From an optimization exercise on the open Yosys and OpenROAD flow, aimed at small area, a short achievable clock period and few clock cycles per item; shortcuts taken in it are not production practice. In this exercise RTL edits were held to simulation tests only and were not proved equivalent to the original.

<file path="flow/design.v">
package samplerz_pkg;
  typedef logic signed [31:0] mu_t;      
  typedef logic        [15:0] scale_t;   
  typedef logic        [15:0] frac_t;    
  typedef logic signed [15:0] z_t;       
  typedef logic signed [31:0] fix_t;     
  typedef logic        [71:0] rand72_t;  
  typedef logic        [7:0]  rand8_t;   
  typedef struct packed {
    rand72_t rand72;
    rand8_t  rand8;
    logic    b;        
  } lane_rand_t;
  typedef struct packed {
    logic accept;
    z_t   z;           
  } lane_result_t;
  typedef enum logic [1:0] {
    IDLE,
    WAIT_RAND,         
    RUN                
  } ctrl_state_t;
  localparam int CDT_LEN = 18;
  localparam int EXP_LEN = 16;
  function automatic rand72_t CDT_TABLE(input int i);
    case (i)
      0: CDT_TABLE = 72'd3024686241123004913666;
      1: CDT_TABLE = 72'd1564742784480091954050;
      2: CDT_TABLE = 72'd636254429462080897535;
      3: CDT_TABLE = 72'd199560484645026482916;
      4: CDT_TABLE = 72'd47667343854657281903;
      5: CDT_TABLE = 72'd8595902006365044063;
      6: CDT_TABLE = 72'd1163297957344668388;
      7: CDT_TABLE = 72'd117656387352093658;
      8: CDT_TABLE = 72'd8867391802663976;
      9: CDT_TABLE = 72'd496969357462633;
      10: CDT_TABLE = 72'd20680885154299;
      11: CDT_TABLE = 72'd638331848991;
      12: CDT_TABLE = 72'd14602316184;
      13: CDT_TABLE = 72'd247426747;
      14: CDT_TABLE = 72'd3104126;
      15: CDT_TABLE = 72'd28824;
      16: CDT_TABLE = 72'd198;
      17: CDT_TABLE = 72'd1;
      default: CDT_TABLE = '0;
    endcase
  endfunction
  function automatic rand8_t EXP_TABLE(input logic [3:0] i);
    case (i)
      4'd0: EXP_TABLE = 8'd255;
      4'd1: EXP_TABLE = 8'd199;
      4'd2: EXP_TABLE = 8'd155;
      4'd3: EXP_TABLE = 8'd121;
      4'd4: EXP_TABLE = 8'd94;
      4'd5: EXP_TABLE = 8'd73;
      4'd6: EXP_TABLE = 8'd57;
      4'd7: EXP_TABLE = 8'd44;
      4'd8: EXP_TABLE = 8'd35;
      4'd9: EXP_TABLE = 8'd27;
      4'd10: EXP_TABLE = 8'd21;
      4'd11: EXP_TABLE = 8'd16;
      4'd12: EXP_TABLE = 8'd13;
      4'd13: EXP_TABLE = 8'd10;
      4'd14: EXP_TABLE = 8'd8;
      4'd15: EXP_TABLE = 8'd6;
      default: EXP_TABLE = '0;
    endcase
  endfunction
  localparam scale_t INV_SIGMA_MAX_SQR_DIV_2 = 16'd9887;
  function automatic logic [21:0] PART2_TABLE(input logic [4:0] z0);
    PART2_TABLE = '0;
    for (int j = 1; j < 19; j++) begin
      if (z0 == 5'(j)) PART2_TABLE = PART2_TABLE | 22'(j * j * 9887);
    end
  endfunction
  function automatic logic [8:0] ZSQ_TABLE(input logic [5:0] bz0);
    ZSQ_TABLE = '0;
    for (int j = 0; j < 19; j++) begin
      if (bz0 == {1'b0, 5'(j)}) ZSQ_TABLE = ZSQ_TABLE | 9'(j * j);
      if (bz0 == {1'b1, 5'(j)}) ZSQ_TABLE = ZSQ_TABLE | 9'((j + 1) * (j + 1));
    end
  endfunction
  function automatic logic [23:0] LANE_DIGITS(input logic [8:0] usq, input logic [5:0] nz);
    logic [10:0] ue;
    logic [6:0]  ne;
    logic [4:0]  a_neg, a_one, a_two;
    logic [2:0]  b_neg, b_one, b_two;
    ue = {1'b0, usq, 1'b0};
    ne = {nz, 1'b0};
    for (int i = 0; i < 5; i++) begin
      a_neg[i] = ue[2*i+2];
      a_one[i] = ue[2*i+1] ^ ue[2*i];
      a_two[i] = (ue[2*i+2] & ~ue[2*i+1] & ~ue[2*i]) | (~ue[2*i+2] & ue[2*i+1] & ue[2*i]);
    end
    for (int j = 0; j < 3; j++) begin
      b_neg[j] = ne[2*j+2];
      b_one[j] = ne[2*j+1] ^ ne[2*j];
      b_two[j] = (ne[2*j+2] & ~ne[2*j+1] & ~ne[2*j]) | (~ne[2*j+2] & ne[2*j+1] & ne[2*j]);
    end
    LANE_DIGITS = {a_neg, a_one, a_two, b_neg, b_one, b_two};
  endfunction
  function automatic int CSA_ROWS(input int n0, input int lvl);
    CSA_ROWS = n0;
    for (int i = 0; i < 32; i++) begin
      if (i < lvl && CSA_ROWS > 2) CSA_ROWS = 2 * (CSA_ROWS / 3) + CSA_ROWS % 3;
    end
  endfunction
  function automatic int CSA_LEVELS(input int n0);
    CSA_LEVELS = 0;
    for (int i = 0; i < 32; i++) begin
      if (CSA_ROWS(n0, i) > 2) CSA_LEVELS = i + 1;
    end
  endfunction
  localparam int EXP_INDEX_SHIFT = 14;
endpackage
`timescale 1ns/1ns
module base_sampler (
  input  samplerz_pkg::rand72_t rand72_i,
  output logic [4:0]            z0_o       
);
  logic [samplerz_pkg::CDT_LEN-1:0] above;    
  logic [samplerz_pkg::CDT_LEN:0]   is_cnt;   
  always_comb begin
    for (int i = 0; i < samplerz_pkg::CDT_LEN; i++) begin
      above[i] = (rand72_i < samplerz_pkg::CDT_TABLE(i));
    end
  end
  always_comb begin
    is_cnt[0] = ~above[0];
    for (int j = 1; j < samplerz_pkg::CDT_LEN; j++) begin
      is_cnt[j] = above[j-1] & ~above[j];
    end
    is_cnt[samplerz_pkg::CDT_LEN] = above[samplerz_pkg::CDT_LEN-1];
  end
  always_comb begin
    z0_o = '0;
    for (int j = 1; j <= samplerz_pkg::CDT_LEN; j++) begin
      if (is_cnt[j]) z0_o = z0_o | 5'(j);
    end
  end
endmodule
`timescale 1ns/1ns
module ber_exp (
  input  samplerz_pkg::rand8_t rand8_i,
  output logic [4:0]           cnt_o
);
  logic [samplerz_pkg::EXP_LEN-1:0] above;    
  logic [samplerz_pkg::EXP_LEN:0]   is_cnt;
  always_comb begin
    for (int j = 0; j < samplerz_pkg::EXP_LEN; j++) begin
      above[j] = (rand8_i < samplerz_pkg::EXP_TABLE(4'(j)));
    end
  end
  always_comb begin
    is_cnt[0] = ~above[0];
    for (int j = 1; j < samplerz_pkg::EXP_LEN; j++) begin
      is_cnt[j] = above[j-1] & ~above[j];
    end
    is_cnt[samplerz_pkg::EXP_LEN] = above[samplerz_pkg::EXP_LEN-1];
  end
  always_comb begin
    cnt_o = '0;
    for (int j = 1; j <= samplerz_pkg::EXP_LEN; j++) begin
      if (is_cnt[j]) cnt_o = cnt_o | 5'(j);
    end
  end
endmodule
`timescale 1ns/1ns
module sampling_lane (
  input  logic [23:0]          dig_i,     
  input  logic [5:0]           nz_i,      
  input  logic [4:0]           cnt_i,     
  input  samplerz_pkg::scale_t inv_s_i,
  input  logic [31:0]          sr_i,      
  input  logic [31:0]          sr2_i,     
  output logic                 accept_o,
  output logic [5:0]           nz_o       
);
  logic [5:0]  nz;       
  logic [4:0]  z0;
  logic [4:0]  a_neg, a_one, a_two;
  logic [2:0]  b_neg, b_one, b_two;
  assign nz = nz_i;
  assign z0 = nz_i[4:0] ^ {5{nz_i[5]}};
  assign {a_neg, a_one, a_two, b_neg, b_one, b_two} = dig_i;
  localparam logic [42:0] ROW_K = 43'(
      - ((64'd1 << 33) + (64'd1 << 35) + (64'd1 << 37) + (64'd1 << 39) + (64'd1 << 41))
      - ((64'd1 << 34) + (64'd1 << 36) + (64'd1 << 38))
      + (64'd1 << 16) - (64'd1 << 38)
      + (64'd1 << 30) - (64'd1 << 34));
  logic [16:0] a_mag [5];    
  logic [33:0] b_mag [3];    
  logic [21:0] part2;
  logic [42:0] neg_row;      
  logic [13*43-1:0] rows;
  logic [42:0] sum_s, sum_c, sum;
  assign part2 = samplerz_pkg::PART2_TABLE(z0);
  always_comb begin
    for (int i = 0; i < 5; i++) begin
      a_mag[i] = a_one[i] ? {1'b0, inv_s_i} : a_two[i] ? {inv_s_i, 1'b0} : 17'd0;
    end
    for (int j = 0; j < 3; j++) begin
      b_mag[j] = b_one[j] ? {1'b0, sr_i, 1'b0} : b_two[j] ? {sr_i, 2'b00} : 34'd0;
    end
  end
  always_comb begin
    neg_row = '0;
    for (int i = 0; i < 5; i++) neg_row[16 + 2 * i] = a_neg[i];
    for (int j = 0; j < 3; j++) neg_row[2 * j] = b_neg[j];
  end
  always_comb begin
    rows[0*43 +: 43] = ROW_K;
    rows[1*43 +: 43] = {11'd0, sr2_i};
    rows[2*43 +: 43] = {9'd0, ~cnt_i[3:0], 30'd0};
    rows[3*43 +: 43] = neg_row;
    for (int i = 0; i < 5; i++) begin
      rows[(4+i)*43 +: 43] = 43'({~a_neg[i], a_mag[i] ^ {17{a_neg[i]}}}) << (16 + 2 * i);
    end
    for (int j = 0; j < 3; j++) begin
      rows[(9+j)*43 +: 43] = 43'({~b_neg[j], b_mag[j] ^ {34{b_neg[j]}}}) << (2 * j);
    end
    rows[12*43 +: 43] = {5'd0, ~part2, 16'd0};
  end
  localparam int CSA_N  = 13;
  localparam int CSA_W  = 43;
  localparam int CSA_LV = samplerz_pkg::CSA_LEVELS(CSA_N);
  logic [(CSA_LV+1)*CSA_N*CSA_W-1:0] csa_lv;
  assign csa_lv[0 +: CSA_N*CSA_W] = rows;
  for (genvar l = 0; l < CSA_LV; l++) begin : g_csa_lv
    localparam int NR = samplerz_pkg::CSA_ROWS(CSA_N, l);
    localparam int G  = NR / 3;
    localparam int IB = l * CSA_N * CSA_W;         
    localparam int OB = (l + 1) * CSA_N * CSA_W;   
    for (genvar g = 0; g < G; g++) begin : g_fa
      logic [CSA_W-1:0] a, b, c, maj;
      assign a   = csa_lv[IB + (3*g)*CSA_W   +: CSA_W];
      assign b   = csa_lv[IB + (3*g+1)*CSA_W +: CSA_W];
      assign c   = csa_lv[IB + (3*g+2)*CSA_W +: CSA_W];
      assign maj = (a & b) | (a & c) | (b & c);
      assign csa_lv[OB + (2*g)*CSA_W   +: CSA_W] = a ^ b ^ c;
      assign csa_lv[OB + (2*g+1)*CSA_W +: CSA_W] = {maj[CSA_W-2:0], 1'b0};
    end
    for (genvar p = 3 * G; p < CSA_N; p++) begin : g_pass
      assign csa_lv[OB + (p-G)*CSA_W +: CSA_W] = (p < NR) ? csa_lv[IB + p*CSA_W +: CSA_W] : '0;
    end
    for (genvar p = CSA_N - G; p < CSA_N; p++) begin : g_zero
      assign csa_lv[OB + p*CSA_W +: CSA_W] = '0;
    end
  end
  assign sum_s = csa_lv[CSA_LV*CSA_N*CSA_W +: CSA_W];
  assign sum_c = csa_lv[CSA_LV*CSA_N*CSA_W + CSA_W +: CSA_W];
  assign sum = sum_s + sum_c;
  assign accept_o = cnt_i[4] | ((cnt_i[3:0] != 4'd0) & sum[42]);
  assign nz_o     = nz;
endmodule
`timescale 1ns/1ns
module lane_select (
  input  logic [5:0]       nz_i,
  input  samplerz_pkg::z_t floor_mu_i,
  output samplerz_pkg::z_t w_o
);
  assign w_o = floor_mu_i - {{10{nz_i[5]}}, nz_i};
endmodule
`timescale 1ns/1ns
module samplerz_ctrl (
  input  logic             clk,
  input  logic             rst_i,
  input  logic             din_val_i,
  input  logic             rand_val_i,
  input  logic             accept_i,    
  input  samplerz_pkg::z_t w_i,         
  output logic             ready_o,
  output logic             request_rand_o,
  output logic             dout_val_o,
  output samplerz_pkg::z_t w_o,
  output logic             din_acc_o,
  output logic             deliv_o,     
  output logic             pre1_o,
  output logic             pre2_o,
  output logic             pre3_o,
  output logic             shift_o      
);
  logic busy_q;    
  logic open_q;    
  logic pend_q;    
  logic lane1_q;   
  logic pre1_q, pre2_q, pre3_q;
  logic lane0;     
  logic done;      
  logic retry;     
  assign ready_o   = ~busy_q;
  assign din_acc_o = din_val_i & ~busy_q;
  assign deliv_o   = rand_val_i & open_q;
  assign lane0     = pend_q & ~pre1_q & ~pre2_q & ~pre3_q;
  assign done      = (lane0 | lane1_q) & accept_i;
  assign retry     = lane1_q & ~accept_i;
  assign pre1_o    = pre1_q;
  assign pre2_o    = pre2_q;
  assign pre3_o    = pre3_q;
  assign shift_o   = lane0;
  always_ff @(posedge clk) begin
    if (rst_i) begin
      busy_q         <= 1'b0;
      open_q         <= 1'b0;
      pend_q         <= 1'b0;
      lane1_q        <= 1'b0;
      pre1_q         <= 1'b0;
      pre2_q         <= 1'b0;
      pre3_q         <= 1'b0;
      request_rand_o <= 1'b0;
      dout_val_o     <= 1'b0;
    end else begin
      pre1_q         <= din_acc_o;
      pre2_q         <= pre1_q;
      pre3_q         <= pre2_q;
      lane1_q        <= lane0 & ~accept_i;
      request_rand_o <= din_acc_o | retry;
      dout_val_o     <= done;
      if (din_acc_o | retry) begin
        open_q <= 1'b1;
      end else if (deliv_o) begin
        open_q <= 1'b0;
      end
      if (deliv_o) begin
        pend_q <= 1'b1;
      end else if (lane0) begin
        pend_q <= 1'b0;
      end
      if (din_acc_o) begin
        busy_q <= 1'b1;
      end else if (dout_val_o) begin
        busy_q <= 1'b0;
      end
    end
  end
  always_ff @(posedge clk) begin
    w_o <= w_i;
  end
endmodule
`timescale 1ns/1ns
module samplerz_top (
  input  logic          clk,
  input  logic          rst_i,
  input  logic          din_val_i,
  input  logic [31:0]   mu_i,         
  input  logic [15:0]   inv_sigma_sqr_div_2_i,
  input  logic          rand_val_i,
  input  logic [161:0]  rand_i,       
  output logic          ready_o,
  output logic          request_rand_o,
  output logic          dout_val_o,
  output logic [15:0]   w_o
);
  logic din_acc, deliv, pre1, pre2, pre3, shift;
  samplerz_pkg::frac_t  r_q;
  samplerz_pkg::scale_t inv_s_q;
  samplerz_pkg::z_t     floor_mu_q;
  always_ff @(posedge clk) begin
    if (din_acc) begin
      floor_mu_q <= mu_i[31:16];
      r_q        <= mu_i[15:0];
      inv_s_q    <= inv_sigma_sqr_div_2_i;
    end
  end
  logic [15:0] opa_q, opb_q;
  logic [31:0] prod;
  logic [31:0] sr_q, sr2_q;
  always_ff @(posedge clk) begin
    opa_q <= din_acc ? mu_i[15:0] : inv_s_q;
    opb_q <= din_acc ? mu_i[15:0] : pre1 ? prod[31:16] : r_q;
  end
  samplerz_mul i_samplerz_mul (
    .a_i (opa_q),
    .b_i (opb_q),
    .p_o (prod)
  );
  always_ff @(posedge clk) begin
    if (pre2) sr2_q <= prod;
    if (pre3) sr_q  <= prod;
  end
  logic [4:0] z0_c [2];
  logic [4:0] cnt_c [2];
  for (genvar g = 0; g < 2; g++) begin : g_lane
    base_sampler i_base_sampler (
      .rand72_i (rand_i[g*81+9 +: 72]),
      .z0_o     (z0_c[g])
    );
    ber_exp i_ber_exp (
      .rand8_i (rand_i[g*81+1 +: 8]),
      .cnt_o   (cnt_c[g])
    );
  end
  logic [8:0]  usq_c [2];
  logic [5:0]  nz_c [2];
  logic [23:0] dig_c [2];
  for (genvar g = 0; g < 2; g++) begin : g_lane_val
    assign usq_c[g] = samplerz_pkg::ZSQ_TABLE({rand_i[g*81], z0_c[g]});
    assign nz_c[g]  = {rand_i[g*81], z0_c[g] ^ {5{rand_i[g*81]}}};   
    assign dig_c[g] = samplerz_pkg::LANE_DIGITS(usq_c[g], nz_c[g]);
  end
  logic [23:0] dig_0_q, dig_1_q;
  logic [5:0] nz_0_q, nz_1_q;
  logic [4:0] cnt_0_q, cnt_1_q;
  always_ff @(posedge clk) begin
    if (deliv) begin
      dig_0_q <= dig_c[0];
      nz_0_q  <= nz_c[0];
      cnt_0_q <= cnt_c[0];
    end else if (shift) begin
      dig_0_q <= dig_1_q;
      nz_0_q  <= nz_1_q;
      cnt_0_q <= cnt_1_q;
    end
  end
  always_ff @(posedge clk) begin
    if (deliv) begin
      dig_1_q <= dig_c[1];
      nz_1_q  <= nz_c[1];
      cnt_1_q <= cnt_c[1];
    end
  end
  logic             accept;
  logic [5:0]       nz;
  samplerz_pkg::z_t w;
  sampling_lane i_sampling_lane (
    .dig_i    (dig_0_q),
    .nz_i     (nz_0_q),
    .cnt_i    (cnt_0_q),
    .inv_s_i  (inv_s_q),
    .sr_i     (sr_q),
    .sr2_i    (sr2_q),
    .accept_o (accept),
    .nz_o     (nz)
  );
  lane_select i_lane_select (
    .nz_i       (nz),
    .floor_mu_i (floor_mu_q),
    .w_o        (w)
  );
  samplerz_ctrl i_samplerz_ctrl (
    .clk            (clk),
    .rst_i          (rst_i),
    .din_val_i      (din_val_i),
    .rand_val_i     (rand_val_i),
    .accept_i       (accept),
    .w_i            (w),
    .ready_o        (ready_o),
    .request_rand_o (request_rand_o),
    .dout_val_o     (dout_val_o),
    .w_o            (w_o),
    .din_acc_o      (din_acc),
    .deliv_o        (deliv),
    .pre1_o         (pre1),
    .pre2_o         (pre2),
    .pre3_o         (pre3),
    .shift_o        (shift)
  );
endmodule
module samplerz_mul (
  input  logic [15:0] a_i,
  input  logic [15:0] b_i,
  output logic [31:0] p_o
);
  logic [16*32-1:0] rows;
  logic [31:0]      sum_s, sum_c;
  always_comb begin
    for (int i = 0; i < 16; i++) begin
      rows[i*32 +: 32] = a_i[i] ? (32'(b_i) << i) : 32'd0;
    end
  end
  localparam int CSA_N  = 16;
  localparam int CSA_W  = 32;
  localparam int CSA_LV = samplerz_pkg::CSA_LEVELS(CSA_N);
  logic [(CSA_LV+1)*CSA_N*CSA_W-1:0] csa_lv;
  assign csa_lv[0 +: CSA_N*CSA_W] = rows;
  for (genvar l = 0; l < CSA_LV; l++) begin : g_csa_lv
    localparam int NR = samplerz_pkg::CSA_ROWS(CSA_N, l);
    localparam int G  = NR / 3;
    localparam int IB = l * CSA_N * CSA_W;         
    localparam int OB = (l + 1) * CSA_N * CSA_W;   
    for (genvar g = 0; g < G; g++) begin : g_fa
      logic [CSA_W-1:0] a, b, c, maj;
      assign a   = csa_lv[IB + (3*g)*CSA_W   +: CSA_W];
      assign b   = csa_lv[IB + (3*g+1)*CSA_W +: CSA_W];
      assign c   = csa_lv[IB + (3*g+2)*CSA_W +: CSA_W];
      assign maj = (a & b) | (a & c) | (b & c);
      assign csa_lv[OB + (2*g)*CSA_W   +: CSA_W] = a ^ b ^ c;
      assign csa_lv[OB + (2*g+1)*CSA_W +: CSA_W] = {maj[CSA_W-2:0], 1'b0};
    end
    for (genvar p = 3 * G; p < CSA_N; p++) begin : g_pass
      assign csa_lv[OB + (p-G)*CSA_W +: CSA_W] = (p < NR) ? csa_lv[IB + p*CSA_W +: CSA_W] : '0;
    end
    for (genvar p = CSA_N - G; p < CSA_N; p++) begin : g_zero
      assign csa_lv[OB + p*CSA_W +: CSA_W] = '0;
    end
  end
  assign sum_s = csa_lv[CSA_LV*CSA_N*CSA_W +: CSA_W];
  assign sum_c = csa_lv[CSA_LV*CSA_N*CSA_W + CSA_W +: CSA_W];
  assign p_o = sum_s + sum_c;
endmodule
</file>
<file path="flow/run.sh">
#!/bin/bash
# synth_recipe.tcl (not shown) runs the flow's synth.tcl, then flattens the netlist and writes it again
# the make line also repeats each setting of config.mk as NAME=value (left out here)
make -C /OpenROAD-flow-scripts/flow DESIGN_CONFIG=/design/flow/config.mk WORK_HOME=/design/flow/orfs CLKGATE_MAP_FILE= SYNTH_SCRIPT=/design/flow/synth_recipe.tcl finish
</file>
<file path="flow/config.mk">
export PLATFORM = sky130hd
export DESIGN_NAME = samplerz_top
export DESIGN_NICKNAME = samplerz_top
export VERILOG_FILES = /design/flow/design.v
export SDC_FILE = /design/flow/constraint.sdc
export NUM_CORES = 4
export LEC_CHECK = 0
export CAP_MARGIN = 40
export CORE_MARGIN = 2
export CORE_UTILIZATION = 40
export SETUP_SLACK_MARGIN = 5
export SLEW_MARGIN = 60
</file>
<file path="flow/constraint.sdc">
create_clock -name core_clock -period 14.0 [get_ports {clk}]
set_input_delay 2.8000 -clock core_clock [delete_from_list [all_inputs] [get_ports {clk}]]
set_output_delay 2.8000 -clock core_clock [all_outputs]
set_load 0.01 [all_outputs]
</file>
==> results of run 1 <==
## per-stage QoR
step | std cells | util, % | worst slack, ns | cell area [µm²]
floorplan | 4306 | - | 7.54 | 36100
global placement | 5445 | 43.4 | 6.13 | 38900
detailed placement | 5453 | 43.6 | 6.38 | 39100
CTS | 5511 | 44.8 | 6.52 | 40200
global route | 5515 | 44.9 | 6.28 | 40300
finish | 5516 | 44.9 | 6.61 | 40300
## critical path, stage by stage, from the launching register on
cell and delay, ns:
dfxtp_1 0.66, nand2_1 0.16, fa_1 0.53, fa_1 0.53
fa_1 0.55, inv_1 0.06, fa_1 0.53, inv_1 0.05
fa_1 0.53, inv_1 0.04, ha_1 0.28, ha_1 0.34
o21a_1 0.16, o21a_1 0.16, nand3_1 0.12, nand2b_1 0.20
a311oi_1 0.52, a41o_1 0.31, o41a_1 0.18, a41oi_1 0.17
a211o_1 0.34, o21ai_0 0.25, xor2_1 0.44, a31o_2 0.22
## final timing paths
check	to	slack, ns	from
setup / recovery	opb_q[15]$_DFF_P_	6.61	opa_q[0]$_DFF_P_
setup reg to reg	opb_q[15]$_DFF_P_	6.61	opa_q[0]$_DFF_P_
hold / removal	i_samplerz_ctrl.busy_q$_SDFFE_PP0P_	0.46	i_samplerz_ctrl.dout_val_o$_SDFF_PP0_
hold reg to reg	i_samplerz_ctrl.busy_q$_SDFFE_PP0P_	0.46	i_samplerz_ctrl.dout_val_o$_SDFF_PP0_
## placed cells by master (no fill, tap or decap), types with 25 or more instances in the layout
cell             instances
or3_1                   30
and2_1                 253
nor4_1                  48
fa_1                   379
inv_1                  538
dfxtp_1                 29
nand4_1                 55
nand3_1                 76
clkbuf_16               33
nor2_1                 208
a31oi_1                 47
nor2b_1                 26
or2_2                   29
nand2_1                452
nand4b_1                27
o211ai_1                38
edfxtp_1               168
a21o_1                  41
ha_1                   248
and3_1                  31
a22oi_1                 98
a211oi_1                25
buf_4                   27
xnor2_1                175
nand2b_1                31
o21ai_0                217
nor3_1                  67
clkdlybuf4s50_1        203
buf_2                   29
a21oi_1                167
dfxtp_2                 28
## cell type report
type | instances | area, µm²
clock inverters | 21 | 243
flip-flops and latches | 225 | 6220
multi-input cells | 3239 | 26900
repair buffers | 268 | 2490
diodes | 2 | 5.00
well taps | 1176 | 1470
clock buffers | 37 | 861
inverters | 548 | 2060
fillers | 8862 | 49400
## routing by layer
metal / GRT usage (%) / vias up
met5: 0 / -
met4: 5.94 / 2
met3: 1.81 / 177
met2: 40.5 / 946
met1: 30.0 / 15500
li1: - / 14800
## logic make-up (layout without fill, tap and decap cells)
logic type               count (synthesis)  after routing  synth area share [%]
AND/OR/NAND/NOR                       1500           1500                  22.3
AO/OA/AOI/OAI                          893            893                  16.6
buffers and inverters                  842            874                  8.98
adder cells (fa/ha/maj)                628            628                  29.6
flip-flops                             225            225                  17.1
XOR/XNOR                               193            193                  4.68
multiplexers                            25             25                 0.707
other                                    0              2                     0
## state kept, by name, summed over array words and instances, names as in the netlist
name                            count
cnt_0_q                             5
i_samplerz_ctrl.pre2_q              1
i_samplerz_ctrl.pend_q              1
i_samplerz_ctrl.pre3_q              1
i_samplerz_ctrl.request_rand_o      1
r_q                                16
i_samplerz_ctrl.pre1_q              1
nz_0_q                              5
dig_1_q                            18
opb_q                              16
floor_mu_q                         16
dig_0_q                            18
i_samplerz_ctrl.w_o                16
sr_q                               32
inv_s_q                            16
i_samplerz_ctrl.lane1_q             1
i_samplerz_ctrl.busy_q              1
sr2_q                              32
cnt_1_q                             5
i_samplerz_ctrl.dout_val_o          1
nz_1_q                              5
i_samplerz_ctrl.open_q              1
opa_q                              16
==> run notes, run 1 <==
largest net degree at the start of global routing 80; Crit Path Class reg2reg; total gr overflow 0; RSZ-0062 raised after global routing no; remaining antenna violation count 0; setup TNS 0 ns; hold slack 0.457 ns; commonest cells in the synthesized netlist 542 x inv_1, 452 x nand2_1, 379 x fa_1, 260 x clkbuf_1, 253 x and2_1; average size of a mapped cell between 8 and 9 µm²; Starting Density between 40 and 50%; status finished clean; Worst slew margin 60.1%; root buf cell clkbuf_16; Hold Crit Class reg2reg; EDFF count, synth 168; Num CTS Buffers 31; clock-pin slew on the worst setup and hold paths about 0.060 ns; CTS-repair resized insts 0; first-pass GRT wire length about 170 mm; Post-Syn Instances ~4300; via/cell ratio about 5.7; Longest Clk Path Bufs 3; final setup vio count 0; met3 WL approximately 5.0 mm; Period minus WS final around 7.4 ns; GPL Wtd Cong 0.940; row count 110; Reg2Reg Depth 23; fmax ~0.14 GHz; WL final 108 mm; most numerous cell in the Yosys netlist inv_1; WL met1 45.6 mm; DR iter-0 viols approximately 2200; maximum fanout along the worst path 16; CTS H-tree depth 1; max layer used met5; Ports between 200 and 250; # Post-CTS Setup Buffers 0; Horiz. Die Dim about 300 µm; Yosys warnings 16; worst hold path cell count 1; die area 92700 µm²; share of cells above drive strength 1 under 10%; CP Launch Type flip-flop; CTS tree built; Post-route DRC 0; initial antenna violation count 3; synthesis-stage register bit count ~230; chip height just over 300 µm; sequential area share after synthesis 17.1%; Critical Path End Type flip-flop; Critical Path AT 7.94 ns; Syn Nets 5147; cts hold-fix bufs 0; core area roughly 90000 µm²; Tightest Pin Transition about 0.58 ns; Async SR Flop Fraction 0%; nets about 5200; clock skew roughly 0.015 ns; worst path required time around 15 ns; Max Slew Vio Count 0; Area Overhead vs Synth 11.5%; Primary FF master, synth edfxtp_1; number of global-route vias before repair just over 30000; # port buffers 232; GRT Resource Usage Total between 20% and 30%; WL/cell 19.6 µm; Hold Fails Final Rpt 0; # clock sinks ~230; hpwl dp roughly 84 mm; latest clock arrival within the worst-skew pair 0.60 ns; mapped cell area about 36000 µm²; WL met2 approximately 55 mm; Synth area leaders fa_1 21%, edfxtp_1 14%, ha_1 8.6%; Distinct cells, synth about 120; max cap viols 0; cell accounting for the most synthesized area fa_1; Tcrit/Tclk final between 50% and 60%; TritonRoute pass-1 iters 6; via count 31500; Yosys top cell area share 21.0%
Testbench counts, summed over its fixed seeds: cycles 83,315, samples 12,000.
==> run 2, diff against run 1 <==
==> flow/flow/run.sh (new file) <==
#!/bin/bash
set -euo pipefail
bash standard.sh SETUP_SLACK_MARGIN=8 finish > flow_make.log 2>&1
==> flow/standard.sh (new file) <==
#!/bin/bash
# synth_recipe.tcl (not shown) runs the flow's synth.tcl, then flattens the netlist and writes it again
# the make line also repeats each setting of config.mk as NAME=value (left out here)
make -C /OpenROAD-flow-scripts/flow DESIGN_CONFIG=/design/flow/config.mk WORK_HOME=/design/flow/orfs CLKGATE_MAP_FILE= SYNTH_SCRIPT=/design/flow/synth_recipe.tcl "${@:-finish}"
removed: flow/run.sh
==> run notes, run 2 <==
status finished clean; worst path required time 14.46 ns (-0.09 ns); number of global-route vias before repair 32300 (+4.1%); largest net degree at the start of global routing 59 (-26%); via count 32600 (+3.5%); mapped cell area 36100 µm² (unchanged); Synth area leaders fa_1 21%, edfxtp_1 14%, ha_1 8.6%; nets 5326 (+3.3%); share of cells above drive strength 1 17.8% (+11 points); commonest non-fill, non-tap cell in the layout inv_1; max cap viols 0 (unchanged); commonest cells in the synthesized netlist 542 x inv_1, 452 x nand2_1, 379 x fa_1, 260 x clkbuf_1, 253 x and2_1; Critical Path AT 6.91 ns (-1.03 ns); Longest Clk Path Bufs 3 (unchanged); Hold Crit Class reg2reg; Primary FF master, synth edfxtp_1; Ports 233 (unchanged); Yosys top cell area share 21.0% (unchanged); Distinct cells, synth 117 (unchanged); remaining antenna violation count 0 (unchanged); DR iter-0 viols 2389 (+6.3%); via/cell ratio 5.73 (+0.46%); setup TNS 0 ns (unchanged); Reg2Reg Depth 22 (-4.3%); Max Slew Vio Count 0 (unchanged); Tcrit/Tclk final 46.1% (-6.7 points); Syn Nets 5147 (unchanged); R2R setup slack 7.55 ns (+0.94 ns); GRT Resource Usage Total 23.9% (+1.0 points); average size of a mapped cell 8.39 µm² (unchanged); TritonRoute pass-1 iters 6 (unchanged); final setup vio count 0 (unchanged); RSZ-0062 raised after global routing yes; total gr overflow 0 (unchanged); GPL Wtd Cong 0.935 (-0.55%); biggest regs sr2_q (32), sr_q (32); Critical Path End Type flip-flop; Hold Fails Final Rpt 0 (unchanged); WL final 115 mm (+6.6%); synthesis-stage register bit count 225 (unchanged); maximum fanout along the worst path 5 (-11); Post-Syn Instances 4306 (unchanged); WL/cell 20.3 µm (+3.4%); RR Startpoint opb_q[6]$_DFF_P_; Yosys warnings 16 (unchanged); Worst slew margin 56.3% (-3.9 points); latest clock arrival within the worst-skew pair 0.58 ns (-0.02 ns); CTS tree built; cell accounting for the most synthesized area fa_1; Horiz. Die Dim 305 µm (unchanged); # port buffers 232 (unchanged); most numerous cell in the Yosys netlist inv_1; # clock sinks 225 (unchanged); Area Overhead vs Synth 21.3%; HP Start i_samplerz_ctrl.pend_q$_SDFFE_PP0P_; Period minus WS final 6.45 ns (-0.938 ns); Post-route DRC 0 (unchanged); Async SR Flop Fraction 0% (unchanged); Num CTS Buffers 28 (-9.7%); commonest non-fill, non-tap cells in the layout 510 x inv_1, 447 x nand2_1, 359 x fa_1; chip height 305 µm (unchanged); fmax 0.155 GHz (+15%); row count 110 (unchanged); clock-pin slew on the worst setup and hold paths 0.06 ns (about the same); die area 92700 µm² (unchanged); Tightest Pin Transition 0.649 ns (+0.0662 ns); reg-to-reg endpoint opb_q[15]$_DFF_P_; CTS H-tree depth 1 (unchanged); EDFF count, synth 168 (unchanged); core area 89700 µm² (unchanged); first-pass GRT wire length 180 mm (+3.7%); Worst setup startpoint opb_q[6]$_DFF_P_; Fill cells 8608 (-2.9%); CP Launch Type flip-flop; initial antenna violation count 2 (-1); critical path endpoint opb_q[15]$_DFF_P_; clock skew 0.0257 ns (+0.0104 ns); hpwl dp 83.5 mm (-1.1%); sequential area share after synthesis 17.1% (unchanged); root buf cell clkbuf_16; Starting Density 40.3% (unchanged); Crit Path Class reg2reg
==> run 2: cell count changes in the layout (fill, tap and decap cells not counted), sizes merged, moves of 7 or more <==
cell,before,now
dlymetal6s2s,1,8
dlygate4sd2,0,30
buf,64,252
clkdlybuf4s50,203,88
clkdlybuf4s15,0,9
bufbuf,0,7
clkbuf,37,80
==> run 2: how the worst min path moves through the flow <==
stage	endpoint	slack, ns	cells past startpoint
floorplan	i_samplerz_ctrl.busy_q$_SDFFE_PP0P_	0.44	1
CTS	i_samplerz_ctrl.busy_q$_SDFFE_PP0P_	0.48	1
global route	i_samplerz_ctrl.busy_q$_SDFFE_PP0P_	0.51	1
detailed placement	i_samplerz_ctrl.busy_q$_SDFFE_PP0P_	0.46	1
finish	i_samplerz_ctrl.pend_q$_SDFFE_PP0P_	0.47	2
global placement	i_samplerz_ctrl.busy_q$_SDFFE_PP0P_	0.45	1
==> run 2: cell type report <==
| type | instances | area (µm²) | share of cell area, % |
|---|---|---|---|
| well taps | 1176 | 1470 | 3.36 |
| repair buffers | 443 | 4130 | 9.42 |
| clock buffers | 35 | 822 | 1.88 |
| diodes | 2 | 5.00 | 0.0114 |
| clock inverters | 17 | 235 | 0.537 |
| inverters | 548 | 2080 | 4.74 |
| flip-flops and latches | 225 | 6290 | 14.3 |
| multi-input cells | 3239 | 28800 | 65.7 |
==> run 2: logic make-up (layout without fill, tap and decap cells) <==
group	Yosys count	after routing	share of synthesized area, %
AND/OR/NAND/NOR	1500	1500	22.3
AO/OA/AOI/OAI	893	893	16.6
buffers and inverters	842	1043	8.98
adder cells (fa/ha/maj)	628	628	29.6
flip-flops	225	225	17.1
XOR/XNOR	193	193	4.68
multiplexers	25	25	0.707
other	0	2	0
==> run 2: per-layer routing <==
metal	vias to the layer above	share of wire, %	global-route usage (%)
met2	1079	50	42.5
met5	-	0.0078	0
met1	16100	41	30.9
met4	2	2.8	6.11
met3	178	5.6	2.31
li1	15200	-	-
==> run 2: per-stage QoR <==
stage	setup slack, ns	hold slack [ns]	utilization [%]	cell area (µm²)	instances
6_report	7.55	0.475	48.8	43800	5685
5_1_grt	7.38	0.511	48.8	43800	5684
4_1_cts	7.58	0.475	47.5	42600	5620
3_5_place_dp	6.29	0.462	43.8	39300	5452
3_3_place_gp	6.38	0.455	43.6	39200	5447
2_1_floorplan	7.61	0.436	-	36400	4306
==> run 2: critical path, stage by stage, from the launching register on <==
cell and delay [ns]:
dfxtp_4 0.36, buf_8 0.14, and2_4 0.14, fa_1 0.55, inv_2 0.04, fa_1 0.54, fa_1 0.44, fa_1 0.55
fa_1 0.52, fa_1 0.52, inv_2 0.05, ha_4 0.27, a21o_1 0.15, a21oi_4 0.08, a311oi_4 0.34, a41o_1 0.28
o41a_1 0.20, a41oi_2 0.15, a211o_4 0.38, o21ai_4 0.18, xor2_2 0.09, buf_4 0.14, a31o_2 0.22
==> run 2: repair_timing <==
| action | 4_1_cts | 5_1_grt |
|---|---|---|
| cloned | 11 | 2 |
| setup buffers | 105 | 56 |
| setup endpoints to repair | 77 | 57 |
| hold buffers | 0 | 0 |
| resized for setup | 518 | 367 |
| pin swaps | 155 | 160 |
| hold endpoints to repair | 0 | 0 |
==> run 3, diff against run 2 <==
--- a/flow/config.mk
+++ b/flow/config.mk
@@ -5,8 +5,8 @@
 export SDC_FILE = /design/flow/constraint.sdc
 export NUM_CORES = 4
 export LEC_CHECK = 0
-export CAP_MARGIN = 40
+export CAP_MARGIN = 20
 export CORE_MARGIN = 2
 export CORE_UTILIZATION = 40
 export SETUP_SLACK_MARGIN = 5
-export SLEW_MARGIN = 60
+export SLEW_MARGIN = 20
==> run notes, run 3 <==
largest net degree at the start of global routing 59 (unchanged); GPL Wtd Cong 0.935 (unchanged); RSZ-0062 raised after global routing yes; Hold Fails Final Rpt 0 (unchanged); Tcrit/Tclk final 45.8% (-0.31 points); remaining antenna violation count 0 (unchanged); WL met2 58.2 mm (+0.27%); final setup vio count 0 (unchanged); Distinct cells, synth 117 (unchanged); number of global-route vias before repair 32100 (-0.54%); Primary FF master, synth edfxtp_1; Async SR Flop Fraction 0% (unchanged); clock skew 0.00844 ns (-0.0172 ns); Yosys warnings 16 (unchanged); Horiz. Die Dim 305 µm (unchanged); Post-route DRC 0 (unchanged); Critical Path AT 6.73 ns (-0.18 ns); commonest non-fill, non-tap cell in the layout inv_1; Synth area leaders fa_1 21%, edfxtp_1 14%, ha_1 8.6%; Hold Crit Class reg2reg; commonest non-fill, non-tap cells in the layout 516 x inv_1, 447 x nand2_1, 357 x fa_1; worst path required time 14.32 ns (-0.14 ns); Worst path most repeated cell fa_1; TritonRoute pass-1 iters 8 (+2); Syn Nets 5147 (unchanged); nets 5337 (+0.21%); WL/cell 20.3 µm (about the same); # port buffers 232 (unchanged); Yosys top cell area share 21.0% (unchanged); synthesis-stage register bit count 225 (unchanged); Max Slew Vio Count 0 (unchanged); max layer used met5; Tightest Pin Transition 0.804 ns (+0.155 ns); total gr overflow 0 (unchanged); Period minus WS final 6.41 ns (-0.0429 ns); maximum fanout along the worst path 8 (+3); commonest cells in the synthesized netlist 542 x inv_1, 452 x nand2_1, 379 x fa_1, 260 x clkbuf_1, 253 x and2_1; Num CTS Buffers 27 (-3.6%); first-pass GRT wire length 180 mm (+0.37%); mapped cell area 36100 µm² (unchanged); root buf cell clkbuf_16; Worst slew margin 45.9% (-10 points); hpwl dp 83.4 mm (-0.16%); most numerous cell in the Yosys netlist inv_1; Critical Path, Cell by Cell buf_8 > and2_4 > fa_1 > inv_2 > fa_1 > fa_1 > fa_1 > fa_1 > fa_1 > inv_2 > ha_4 > a21o_1 > a21oi_4 > a311oi_4 > a41o_1 > o41a_1 > a41oi_2 > a211o_1 > buf_6 > buf_6 > xnor2_4 > buf_6; Longest Clk Path Bufs 3 (unchanged); CTS tree built; status finished clean; sequential area share after synthesis 17.1% (unchanged); GRT Resource Usage Total 24.0% (+0.10 points); Ports 233 (unchanged); # clock sinks 225 (unchanged); core area 89700 µm² (unchanged); CP Launch Type flip-flop; max cap viols 0 (unchanged); CP peak stage delay 0.61 ns (+0.06 ns); initial antenna violation count 5 (+3); biggest regs sr2_q (32), sr_q (32); average size of a mapped cell 8.39 µm² (unchanged); Starting Density 40.3% (unchanged); CTS H-tree depth 1 (unchanged); via count 32700 (+0.52%); clock-pin slew on the worst setup and hold paths 0.07 ns (about the same); Area Overhead vs Synth 21.1%; cell accounting for the most synthesized area fa_1; fmax 0.156 GHz (+0.67%); CP top delay family adder cells; setup TNS 0 ns (unchanged); die area 92700 µm² (unchanged); met3 WL 6.78 mm (+5.9%); CP max stage cell fa_1; worst path buffer plus inverter count 6 (+2); share of cells above drive strength 1 17.4% (-0.42 points); WL final 115 mm (+0.20%); Non-Filler Instances 5695 (+0.18%); # placed instances 5447 (-0.092%); via/cell ratio 5.75 (+0.34%); DR iter-0 viols 2343 (-1.9%); Crit Path Class reg2reg; chip height 305 µm (unchanged); Critical Path End Type flip-flop; EDFF count, synth 168 (unchanged); row count 110 (unchanged); Post-Syn Instances 4306 (unchanged); WL met1 47.4 mm (-0.30%); latest clock arrival within the worst-skew pair 0.57 ns (about the same)
run 3: cell count changes in the layout (fill, tap and decap cells not counted), sizes merged, moves of 3 or more:
cell	before	now
clkbuf	80	68
clkdlybuf4s15	9	20
buf	252	260
clkinv	8	12
inv	547	551
bufinv	5	2
run 3: area by class of cell:
class	instances	area (µm²)
fill	8736	46000
multi-input combinational	3239	28700
sequential	225	6290
timing repair buffer	455	4320
inverter	548	2070
tap	1176	1470
clock buffer	30	751
clock inverter	20	183
antenna	2	5.00
run 3: repair_timing:
action / CTS / global route
hold buffers: 0 / 0
gates resized for setup: 673 / 263
setup buffers: 132 / 51
endpoints found under the setup margin: 84 / 55
hold endpoints to repair: 0 / 0
gates cloned: 12 / 1
pin swaps: 207 / 92
run 3: final timing paths:
check	from	endpoint	slack [ns]	depth (start not counted)
hold / removal	i_samplerz_ctrl.busy_q$_SDFFE_PP0P_	i_samplerz_ctrl.busy_q$_SDFFE_PP0P_	0.47	1
hold reg to reg	i_samplerz_ctrl.busy_q$_SDFFE_PP0P_	i_samplerz_ctrl.busy_q$_SDFFE_PP0P_	0.47	1
setup reg to reg	opb_q[6]$_DFF_P_	sr_q[29]$_DFFE_PP_	7.59	22
setup / recovery	opb_q[6]$_DFF_P_	sr_q[29]$_DFFE_PP_	7.59	22
run 3: stage by stage:
stage | worst slack (ns) | utilization (%) | hold WS [ns] | instance area (µm²)
after CTS | 7.61 | 47.9 | 0.476 | 43000
after detailed placement | 6.33 | 43.6 | 0.461 | 39200
after global routing | 7.41 | 48.8 | 0.508 | 43800
final | 7.59 | 48.8 | 0.475 | 43800
after floorplan | 7.61 | - | 0.436 | 36400
after global placement | 6.38 | 43.6 | 0.455 | 39200
run 3: per-layer routing:
metal,up-vias,global-route usage [%]
li1,15200,-
met1,16100,31.2
met2,1182,42.5
met3,202,2.55
met4,2,5.73
met5,-,0
run 3: cells by family after synthesis:
group	Yosys count	share of synthesized area, %
AO/OA/AOI/OAI	893	16.6
XOR/XNOR	193	4.68
adder cells (fa/ha/maj)	628	29.6
buffers and inverters	842	8.98
flip-flops	225	17.1
multiplexers	25	0.707
AND/OR/NAND/NOR	1500	22.3
run 3: worst reg2reg max path: cells and delay by family (launching register included):
family,cells,cell delay (ns)
fa+ha+maj,7,3.40
compound gates,7,1.54
buf+inv,6,0.61
flops,1,0.32
simple gates,1,0.15
xor+xnor,1,0.12
==> run 4, diff against run 3 <==
--- a/flow/config.mk
+++ b/flow/config.mk
@@ -5,6 +5,7 @@
 export SDC_FILE = /design/flow/constraint.sdc
 export NUM_CORES = 4
 export LEC_CHECK = 0
+export ABC_AREA = 1
 export CAP_MARGIN = 20
 export CORE_MARGIN = 2
 export CORE_UTILIZATION = 40
==> run notes, run 4 <==
Critical Path, Cell by Cell clkdlybuf4s50_1 > inv_2 > nand2_1 > nor2_1 > nand2_1 > nor3_1 > nand3b_1 > clkinv_1 > nor2_1 > nand2_1 > nand2_4 > nor2_8 > nand3_4 > nor2_8 > nand4_1 > nand2_1 > nor2_1 > o2111ai_1 > ha_1; Tcrit/Tclk final 42.2% (-3.6 points); commonest non-fill, non-tap cell in the layout inv_1; via/cell ratio 5.19 (-9.7%); setup TNS 0 ns (unchanged); Crit Path Class in2reg; WL/cell 17.7 µm (-13%); first-pass GRT wire length 181 mm (+0.62%); chip height 307 µm (+0.93%); fmax 0.169 GHz (+8.5%); via count 34700 (+6.0%); row count 111 (+0.91%); CTS H-tree depth 1 (unchanged); Area Overhead vs Synth 19.3%; core area 91400 µm² (+1.8%); Longest Clk Path Bufs 3 (unchanged); Primary FF master, synth edfxtp_1; GPL Wtd Cong 0.962 (+2.9%); Tightest Pin Transition 0.748 ns (-0.0561 ns); cell accounting for the most synthesized area fa_1; Hold Fails Final Rpt 0 (unchanged); clock skew 0.0223 ns (+0.0139 ns); biggest regs sr2_q (32), sr_q (32); Horiz. Die Dim 307 µm (+0.93%); Critical Path AT 6.22 ns (-0.51 ns); mapped cell area 36800 µm² (+1.9%); clock-pin slew on the worst setup and hold paths 0.06 ns (about the same); EDFF count, synth 168 (unchanged); Hold EP i_samplerz_ctrl.pend_q$_SDFFE_PP0P_; Reg2Reg Depth 27 (+23%); Critical Path End Type flip-flop; Post-route DRC 0 (unchanged); max cap viols 0 (unchanged); latest clock arrival within the worst-skew pair 0.57 ns (about the same); GRT Resource Usage Total 24.1% (+0.11 points); number of global-route vias before repair 33600 (+4.6%); Synth area leaders fa_1 21%, edfxtp_1 14%, inv_1 12%; Worst slew margin 50.1% (+4.2 points); reg-to-reg endpoint i_samplerz_ctrl.dout_val_o$_SDFF_PP0_; remaining antenna violation count 0 (unchanged); initial antenna violation count 9 (+4); worst path required time 14.31 ns (about the same); Num CTS Buffers 28 (+3.7%); maximum fanout along the worst path 9 (+1); Worst path most repeated cell nand2_1; average size of a mapped cell 7.07 µm² (-16%); share of cells above drive strength 1 10.8% (-6.6 points); synthesis-stage register bit count 225 (unchanged); commonest non-fill, non-tap cells in the layout 1116 x inv_1, 1016 x nand2_1, 482 x nor2_1; die area 94500 µm² (+1.9%); Syn Nets 6044 (+17%); sequential area share after synthesis 16.8% (-0.32 points); HP Start i_samplerz_ctrl.pend_q$_SDFFE_PP0P_; Distinct cells, synth 66 (-44%); most numerous cell in the Yosys netlist inv_1; Post-Syn Instances 5203 (+21%); Max Slew Vio Count 0 (unchanged); Yosys top cell area share 20.6% (-0.39 points); CP max stage cell clkdlybuf4s50_1; status finished clean; CP peak stage delay 0.56 ns (-0.05 ns); largest net degree at the start of global routing 44 (-25%); # clock sinks 225 (unchanged); R2R setup slack 8.15 ns (+0.56 ns); worst path buffer plus inverter count 3 (-3); nets 6320 (+18%); WL final 119 mm (+2.7%); final setup vio count 0 (unchanged); Worst Slack Setup Final 8.09 ns (+0.504 ns); Fill cells 9201 (+5.3%); RR Startpoint dig_0_q[8]$_DFFE_PP_; hpwl dp 93.0 mm (+11%); RSZ-0062 raised after global routing yes; Starting Density 40.3% (about the same); Period minus WS final 5.91 ns (-0.504 ns); TritonRoute pass-1 iters 6 (-2); hold slack 0.465 ns (-0.00918 ns); CTS tree built; Yosys warnings 16 (unchanged); total gr overflow 0 (unchanged); critical path depth in cells 19 (-14%); Ports 233 (unchanged); commonest cells in the synthesized netlist 1159 x inv_1, 1043 x nand2_1, 536 x nor2_1, 379 x fa_1, 253 x o21ai_0; Async SR Flop Fraction 0% (unchanged); post-placement worst setup slack 6.47 ns (+0.138 ns); Hold Crit Class reg2reg; worst hold path cell count 2 (+1); cts hold-fix bufs 0 (unchanged); # port buffers 232 (unchanged); CP top delay family simple AND/OR/NAND/NOR gates; DR iter-0 viols 2571 (+9.7%); root buf cell clkbuf_16; CP Launch Type primary input
## run 4: worst max path at each step
stage	start	end	slack, ns
6_report	rand_i[105]	dig_1_q[18]$_DFFE_PP_	8.09
5_1_grt	dig_0_q[8]$_DFFE_PP_	i_samplerz_ctrl.dout_val_o$_SDFF_PP0_	7.88
4_1_cts	dig_0_q[8]$_DFFE_PP_	i_samplerz_ctrl.dout_val_o$_SDFF_PP0_	7.96
3_5_place_dp	dig_0_q[4]$_DFFE_PP_	i_samplerz_ctrl.dout_val_o$_SDFF_PP0_	6.47
3_3_place_gp	nz_0_q[0]$_DFFE_PP_	i_samplerz_ctrl.dout_val_o$_SDFF_PP0_	6.65
2_1_floorplan	nz_0_q[1]$_DFFE_PP_	i_samplerz_ctrl.dout_val_o$_SDFF_PP0_	8.09
## run 4: logic make-up after synthesis
family	share of synthesized area, %
XOR/XNOR	4.83
AND/OR/NAND/NOR	25.9
buffers and inverters	13.7
AO/OA/AOI/OAI	9.72
adder cells (fa/ha/maj)	29.0
flip-flops	16.8
## run 4: final cells by class
class	count	area, µm²	share of cell area, %
Antenna cell	1	2.50	0.00570
Sequential cell	225	6290	14.3
Multi-Input combinational cell	3636	26800	60.9
Timing Repair inverter	5	37.5	0.0854
Tap cell	1186	1480	3.38
Clock inverter	15	155	0.353
Clock buffer	37	776	1.77
Inverter	1197	4540	10.3
Timing Repair Buffer	386	3880	8.82
## run 4: layer usage
layer	GRT usage, %	up-vias	routed length (µm)
met5	0	-	78
met2	41.4	1145	56500
met4	6.02	12	3350
met3	2.64	193	7350
met1	32.3	16500	51400
li1	-	16800	-
## run 4: what timing repair did
| item | 4_1_cts | 5_1_grt |
|---|---|---|
| endpoints found under the hold margin | 0 | 0 |
| pin swaps | 22 | 130 |
| setup endpoints to repair | 53 | 51 |
| resized for setup | 130 | 316 |
| buffers inserted | 47 | 88 |
| gates cloned | 3 | 5 |
## run 4: worst register-to-register path: cells and delay by family (launching register included)
kind	cells	cell delay, ns
AO/OA/AOI/OAI	2	0.16
buffers and inverters	8	0.83
adder cells (fa/ha/maj)	5	2.28
XOR/XNOR	2	0.37
flip-flops	1	0.44
AND/OR/NAND/NOR	10	1.70
## run 4: metrics by stage
step | std cells | util, % | cell area [µm²]
finish | 6688 | 48.1 | 43900
global route | 6688 | 48.1 | 43900
detailed placement | 6492 | 44.0 | 40200
floorplan | 5203 | - | 36800
CTS | 6594 | 46.0 | 42000
global placement | 6492 | 44.0 | 40200
==> run 5, diff against run 4 <==
--- a/flow/config.mk
+++ b/flow/config.mk
@@ -6,8 +6,8 @@
 export NUM_CORES = 4
 export LEC_CHECK = 0
 export ABC_AREA = 1
-export CAP_MARGIN = 20
+export CAP_MARGIN = 40
 export CORE_MARGIN = 2
 export CORE_UTILIZATION = 40
 export SETUP_SLACK_MARGIN = 5
-export SLEW_MARGIN = 20
+export SLEW_MARGIN = 60
==> run notes, run 5 <==
Worst setup startpoint rand_i[105]; Crit Path Class in2reg; CTS H-tree depth 1 (unchanged); synthesis-stage register bit count 225 (unchanged); Post-Syn Instances 5203 (unchanged); root buf cell clkbuf_16; commonest non-fill, non-tap cells in the layout 1130 x inv_1, 1021 x nand2_1, 470 x nor2_1; post-placement worst setup slack 7.21 ns (+0.736 ns); RSZ-0062 raised after global routing yes; Worst slew margin 63.4% (+13 points); share of cells above drive strength 1 10.2% (-0.62 points); Starting Density 40.3% (unchanged); Ports 233 (unchanged); WL/cell 17.6 µm (-1.0%); Synth area leaders fa_1 21%, edfxtp_1 14%, inv_1 12%; Post-route DRC 0 (unchanged); largest net degree at the start of global routing 44 (unchanged); via/cell ratio 5.20 (+0.20%); fmax 0.170 GHz (+0.55%); cts hold-fix bufs 0 (unchanged); max cap viols 0 (unchanged); clock skew 0.0169 ns (-0.00540 ns); WL final 117 mm (-1.5%); Critical Path AT 6.17 ns (-0.05 ns); critical path endpoint dig_1_q[18]$_DFFE_PP_; Async SR Flop Fraction 0% (unchanged); Longest Clk Path Bufs 3 (unchanged); # placed instances 6493 (+0.015%); Non-Filler Instances 6657 (-0.46%); Hold Fails Final Rpt 0 (unchanged); initial antenna violation count 9 (unchanged); Tightest Pin Transition 0.549 ns (-0.199 ns); Reg2Reg Depth 23 (-15%); commonest non-fill, non-tap cell in the layout inv_1; clock-pin slew on the worst setup and hold paths 0.06 ns (about the same); die area 94500 µm² (unchanged); Yosys top cell area share 20.6% (unchanged); chip height 307 µm (unchanged); commonest cells in the synthesized netlist 1159 x inv_1, 1043 x nand2_1, 536 x nor2_1, 379 x fa_1, 253 x o21ai_0; final setup vio count 0 (unchanged); Yosys warnings 16 (unchanged); total gr overflow 0 (unchanged); Period minus WS final 5.87 ns (-0.0323 ns); GRT Resource Usage Total 23.7% (-0.36 points); WL met1 50.7 mm (-1.4%); Syn Nets 6044 (unchanged); biggest regs sr2_q (32), sr_q (32); final core utilization 47.7% (-0.38 points); worst path required time 14.30 ns (about the same); Max Slew Vio Count 0 (unchanged); Primary FF master, synth edfxtp_1; TritonRoute pass-1 iters 5 (-1); number of global-route vias before repair 33300 (-0.81%); hpwl dp 93.1 mm (+0.11%); Horiz. Die Dim 307 µm (unchanged); status finished clean; Tcrit/Tclk final 41.9% (-0.23 points); EDFF count, synth 168 (unchanged); nets 6290 (-0.47%); maximum fanout along the worst path 9 (unchanged); Critical Path End Type flip-flop; R2R setup slack 8.16 ns (about the same); sequential area share after synthesis 16.8% (unchanged); Hold Crit Class reg2reg; Worst Slack Setup Final 8.13 ns (+0.0323 ns); row count 111 (unchanged); average size of a mapped cell 7.07 µm² (unchanged); DR iter-0 viols 2557 (-0.54%); reg-to-reg endpoint sr_q[31]$_DFFE_PP_; first-pass GRT wire length 179 mm (-1.3%); GPL Wtd Cong 0.962 (unchanged); setup TNS 0 ns (unchanged); # port buffers 232 (unchanged); via count 34600 (-0.27%); WL met2 56.7 mm (+0.34%); Distinct cells, synth 66 (unchanged); most numerous cell in the Yosys netlist inv_1; mapped cell area 36800 µm² (unchanged); RR Startpoint opb_q[8]$_DFF_P_; remaining antenna violation count 0 (unchanged); CP Launch Type primary input; cell accounting for the most synthesized area fa_1; met3 WL 6.80 mm (-7.5%); Num CTS Buffers 27 (-3.6%); CTS tree built; latest clock arrival within the worst-skew pair 0.57 ns (about the same); Area Overhead vs Synth 18.4%; core area 91400 µm² (unchanged); max layer used met5; # clock sinks 225 (unchanged)
==> run 5: how the worst min path moves through the flow <==
stage | cells past startpoint | startpoint | to
5_1_grt | 2 | i_samplerz_ctrl.pend_q$_SDFFE_PP0P_ | i_samplerz_ctrl.pend_q$_SDFFE_PP0P_
3_5_place_dp | 2 | i_samplerz_ctrl.pend_q$_SDFFE_PP0P_ | i_samplerz_ctrl.pend_q$_SDFFE_PP0P_
3_3_place_gp | 2 | i_samplerz_ctrl.pend_q$_SDFFE_PP0P_ | i_samplerz_ctrl.pend_q$_SDFFE_PP0P_
6_report | 2 | i_samplerz_ctrl.pend_q$_SDFFE_PP0P_ | i_samplerz_ctrl.pend_q$_SDFFE_PP0P_
4_1_cts | 2 | i_samplerz_ctrl.pend_q$_SDFFE_PP0P_ | i_samplerz_ctrl.pend_q$_SDFFE_PP0P_
2_1_floorplan | 2 | i_samplerz_ctrl.pend_q$_SDFFE_PP0P_ | i_samplerz_ctrl.pend_q$_SDFFE_PP0P_
==> run 5: layout make-up <==
cell class	instances	area, µm²
Multi-Input combinational cell	3637	26800
Inverter	1197	4590
Fill cell	9234	47800
Timing Repair inverter	1	8.76
Sequential cell	225	6290
Clock inverter	11	82.6
Timing Repair Buffer	360	3530
Tap cell	1186	1480
Clock buffer	39	825
Antenna cell	1	2.50
==> run 5: critical path, cell delays in order <==
cell and delay, ns:
clkdlybuf4s50_1 0.55, inv_2 0.18, nand2_1 0.17, nor2_1 0.35, nand2_1 0.10, nor3_1 0.35, nand3b_1 0.16, clkinv_1 0.07
nor2_1 0.07, nand2_1 0.15, nand2_4 0.08, nor2_8 0.12, nand3_4 0.14, nor2_8 0.18, nand4_1 0.16, nand2_1 0.13
nor2_1 0.05, o2111ai_1 0.07, ha_1 0.26
==> run 5: logic make-up after synthesis <==
logic type               share of synthesized area, %
flip-flops                                       16.8
buffers and inverters                            13.7
adder cells (fa/ha/maj)                          29.0
XOR/XNOR                                         4.83
AND/OR/NAND/NOR                                  25.9
AO/OA/AOI/OAI                                    9.72
==> run 5: per-layer routing <==
layer	global-route usage (%)	vias up
met1	31.9	16600
met5	0	-
met3	2.64	149
met2	41.3	1107
met4	4.57	12
li1	-	16800
==> run 5: metrics by stage <==
| stage | hold WS, ns | cell area (µm²) |
|---|---|---|
| after floorplan | 0.435 | 36800 |
| after global placement | 0.445 | 40200 |
| after detailed placement | 0.457 | 40300 |
| after CTS | 0.466 | 41800 |
| after global routing | 0.494 | 43600 |
| final | 0.460 | 43600 |
==> run 5: repair_timing <==
action | 4_1_cts | 5_1_grt
gates cloned | 0 | 3
setup buffers | 28 | 82
pin swaps | 10 | 85
endpoints found under the setup margin | 37 | 47
gates resized for setup | 85 | 295
==> run 6, diff against run 5 <==
--- a/flow/config.mk
+++ b/flow/config.mk
@@ -8,6 +8,6 @@
 export ABC_AREA = 1
 export CAP_MARGIN = 40
 export CORE_MARGIN = 2
-export CORE_UTILIZATION = 40
+export CORE_UTILIZATION = 55
 export SETUP_SLACK_MARGIN = 5
 export SLEW_MARGIN = 60
==> run notes, run 6 <==
Post-Syn Instances 5203 (unchanged); setup TNS 0 ns (unchanged); Hold Crit Class reg2reg; Syn Nets 6044 (unchanged); Async SR Flop Fraction 0% (unchanged); die area 69000 µm² (-27%); WL/cell 17.9 µm (+2.0%); Horiz. Die Dim 263 µm (-15%); cts hold-fix bufs 0 (unchanged); Worst Slack Setup Final 8.04 ns (-0.0864 ns); Post-DP Area 39900 µm² (-0.98%); CP peak stage delay 0.59 ns (+0.04 ns); maximum fanout along the worst path 6 (-3); Critical Path End Type flip-flop; CP max stage cell edfxtp_1; Critical Path AT 6.41 ns (+0.24 ns); sequential area share after synthesis 16.8% (unchanged); DR iter-0 viols 2720 (+6.4%); CP Launch Type flip-flop; Tcrit/Tclk final 42.6% (+0.62 points); Crit Path Class reg2reg; commonest cells in the synthesized netlist 1159 x inv_1, 1043 x nand2_1, 536 x nor2_1, 379 x fa_1, 253 x o21ai_0; final core utilization 64.3% (+17 points); WL final 113 mm (-3.5%); # clock sinks 225 (unchanged); CTS H-tree depth 1 (unchanged); largest net degree at the start of global routing 61 (+39%); # placed instances 6174 (-4.9%); biggest regs sr2_q (32), sr_q (32); Max Slew Vio Count 0 (unchanged); Area Overhead vs Synth 15.3%; Ports 233 (unchanged); Critical Path, Cell by Cell inv_1 > o21ai_0 > o21ai_0 > xor2_1 > fa_1 > inv_1 > fa_1 > fa_1 > fa_1 > inv_1 > fa_1 > ha_4 > a21oi_2 > nor2_2 > a211oi_2 > o221ai_2 > a21oi_2 > nand3_2 > xor2_2 > o41ai_2 > nand2_1 > o21ai_0 > nor2_1; hold slack 0.459 ns (-0.000346 ns); TritonRoute pass-1 iters 8 (+3); Longest Clk Path Bufs 3 (unchanged); cell accounting for the most synthesized area fa_1; register area 6280 µm² (-0.18%); Distinct cells, synth 66 (unchanged); via/cell ratio 5.54 (+6.5%); fmax 0.168 GHz (-1.5%); fin area 42400 µm² (-2.6%); Starting Density 55.8% (+16 points); GRT Resource Usage Total 31.8% (+8.1 points); synthesis-stage register bit count 225 (unchanged); core area 66000 µm² (-28%); average size of a mapped cell 7.07 µm² (unchanged); max cap viols 0 (unchanged); clock skew 0.0283 ns (+0.0114 ns); via count 34900 (+0.84%); EDFF count, synth 168 (unchanged); mapped cell area 36800 µm² (unchanged); Period minus WS final 5.96 ns (+0.0864 ns); Worst slew margin 63.3% (about the same); clock-pin slew on the worst setup and hold paths 0.06 ns (about the same); total gr overflow 0 (unchanged); post-placement worst setup slack 7.28 ns (+0.0713 ns); Fill cells 5864 (-36%); remaining antenna violation count 0 (unchanged); latest clock arrival within the worst-skew pair 0.57 ns (about the same); # port buffers 232 (unchanged); CTS tree built; worst path required time 14.45 ns (+0.15 ns); status finished clean; first-pass GRT wire length 177 mm (-1.4%); chip height 263 µm (-15%); Yosys top cell area share 20.6% (unchanged); Num CTS Buffers 26 (-3.7%); Yosys warnings 16 (unchanged); Worst path most repeated cell fa_1; Primary FF master, synth edfxtp_1; nets 6255 (-0.56%); GPL Wtd Cong 1.00 (+4.0%); hpwl dp 91.0 mm (-2.2%); commonest non-fill, non-tap cells in the layout 1133 x inv_1, 1026 x nand2_1, 503 x nor2_1; row count 94 (-15%); Post-route DRC 0 (unchanged); RSZ-0062 raised after global routing yes; multi-input logic area 26400 µm² (-1.3%); commonest non-fill, non-tap cell in the layout inv_1; number of global-route vias before repair 34000 (+2.0%); Non-Filler Instances 6301 (-5.3%); Hold Fails Final Rpt 0 (unchanged); Synth area leaders fa_1 21%, edfxtp_1 14%, inv_1 12%; Tightest Pin Transition 0.548 ns (-0.000861 ns); root buf cell clkbuf_16; share of cells above drive strength 1 8.32% (-1.9 points); final setup vio count 0 (unchanged); initial antenna violation count 7 (-2); most numerous cell in the Yosys netlist inv_1
## run 6: cell counts after synthesis
No cell type changed its count.
## run 6: kinds of logic after synthesis
| logic type | Yosys count | share of synthesized area (%) |
|---|---|---|
| flops | 225 | 16.8 |
| xor+xnor | 203 | 4.83 |
| fa+ha+maj | 627 | 29.0 |
| compound gates | 634 | 9.72 |
| buf+inv | 1342 | 13.7 |
| simple gates | 2172 | 25.9 |
## run 6: repair_timing
| action | 4_1_cts | 5_1_grt |
|---|---|---|
| hold endpoints to repair | 0 | 0 |
| setup endpoints to repair | 33 | 52 |
| gates resized for setup | 92 | 169 |
| pin swaps | 26 | 61 |
| setup buffers | 17 | 57 |
| cloned | 0 | 2 |
## run 6: metal layers
metal	routed length, µm	global-route usage (%)
met3	7730	4.25
met1	45400	40.7
met2	54700	54.6
met4	4880	12.2
met5	65	0
## run 6: layout make-up
class | count | area share, %
antenna | 3 | 0.0177
clock buffer | 34 | 1.75
clock inverter | 14 | 0.354
inverter | 1197 | 10.7
multi-input combinational | 3636 | 62.2
sequential | 225 | 14.8
tap | 864 | 2.55
timing repair buffer | 328 | 7.63
## run 6: worst paths after layout
path         cells past startpoint  slack, ns                           startpoint                               endpoint
min reg2reg                      2       0.46  i_samplerz_ctrl.pend_q$_SDFFE_PP0P_    i_samplerz_ctrl.pend_q$_SDFFE_PP0P_
min                              2       0.46  i_samplerz_ctrl.pend_q$_SDFFE_PP0P_    i_samplerz_ctrl.pend_q$_SDFFE_PP0P_
max reg2reg                     23       8.04                 inv_s_q[6]$_DFFE_PP_  i_samplerz_ctrl.dout_val_o$_SDFF_PP0_
max                             23       8.04                 inv_s_q[6]$_DFFE_PP_  i_samplerz_ctrl.dout_val_o$_SDFF_PP0_
## run 6: worst max-delay path: cells and delay by family (launching register included)
| family | cells | cell delay (ns) |
|---|---|---|
| fa+ha+maj | 6 | 2.87 |
| simple gates | 4 | 0.34 |
| xor+xnor | 2 | 0.40 |
| buf+inv | 3 | 0.36 |
| flops | 1 | 0.59 |
| compound gates | 8 | 1.27 |

-- static timing again, ports no longer ideal --
Ports are ideal in the flow. The routed layouts listed here were re-timed in OpenROAD. Step 1 assumes that a clkbuf_16 drives the clock port and a buf_2 every other input. Step 2 moves the port delays by t, midway between the first and last clock arrival at a register: inputs arrive t later, outputs are due t later. That takes back most of the time a late clock gives input paths. a / b / c = no drivers / after step 1 / after step 2; a / b = the first two.
| run | t (ns) | slack for setup (ns) | hold WS [ns] | worst setup path after step 2 |
|---|---|---|---|---|
| run 1 | 0.660 | 6.610 / 6.610 / 6.329 | 0.457 / 0.457 / 0.457 | input to register |
| run 2 | 0.627 | 7.548 / 7.548 / 7.293 | 0.475 / 0.475 / 0.475 | input to register |
| run 3 | 0.621 | 7.591 / 7.591 / 7.255 | 0.475 / 0.475 / 0.475 | input to register |
| run 4 | 0.621 | 8.095 / 8.136 / 7.515 | 0.465 / 0.465 / 0.465 | input to register |
| run 5 | 0.613 | 8.127 / 8.163 / 7.550 | 0.460 / 0.460 / 0.460 | input to register |
| run 6 | 0.608 | 8.041 / 8.041 / 7.549 | 0.459 / 0.459 / 0.459 | input to register |
After both steps every run listed still meets setup and hold. The setup slack of run 4, which loses most, moves by +0.041 ns with the drivers and by -0.580 ns with both steps.
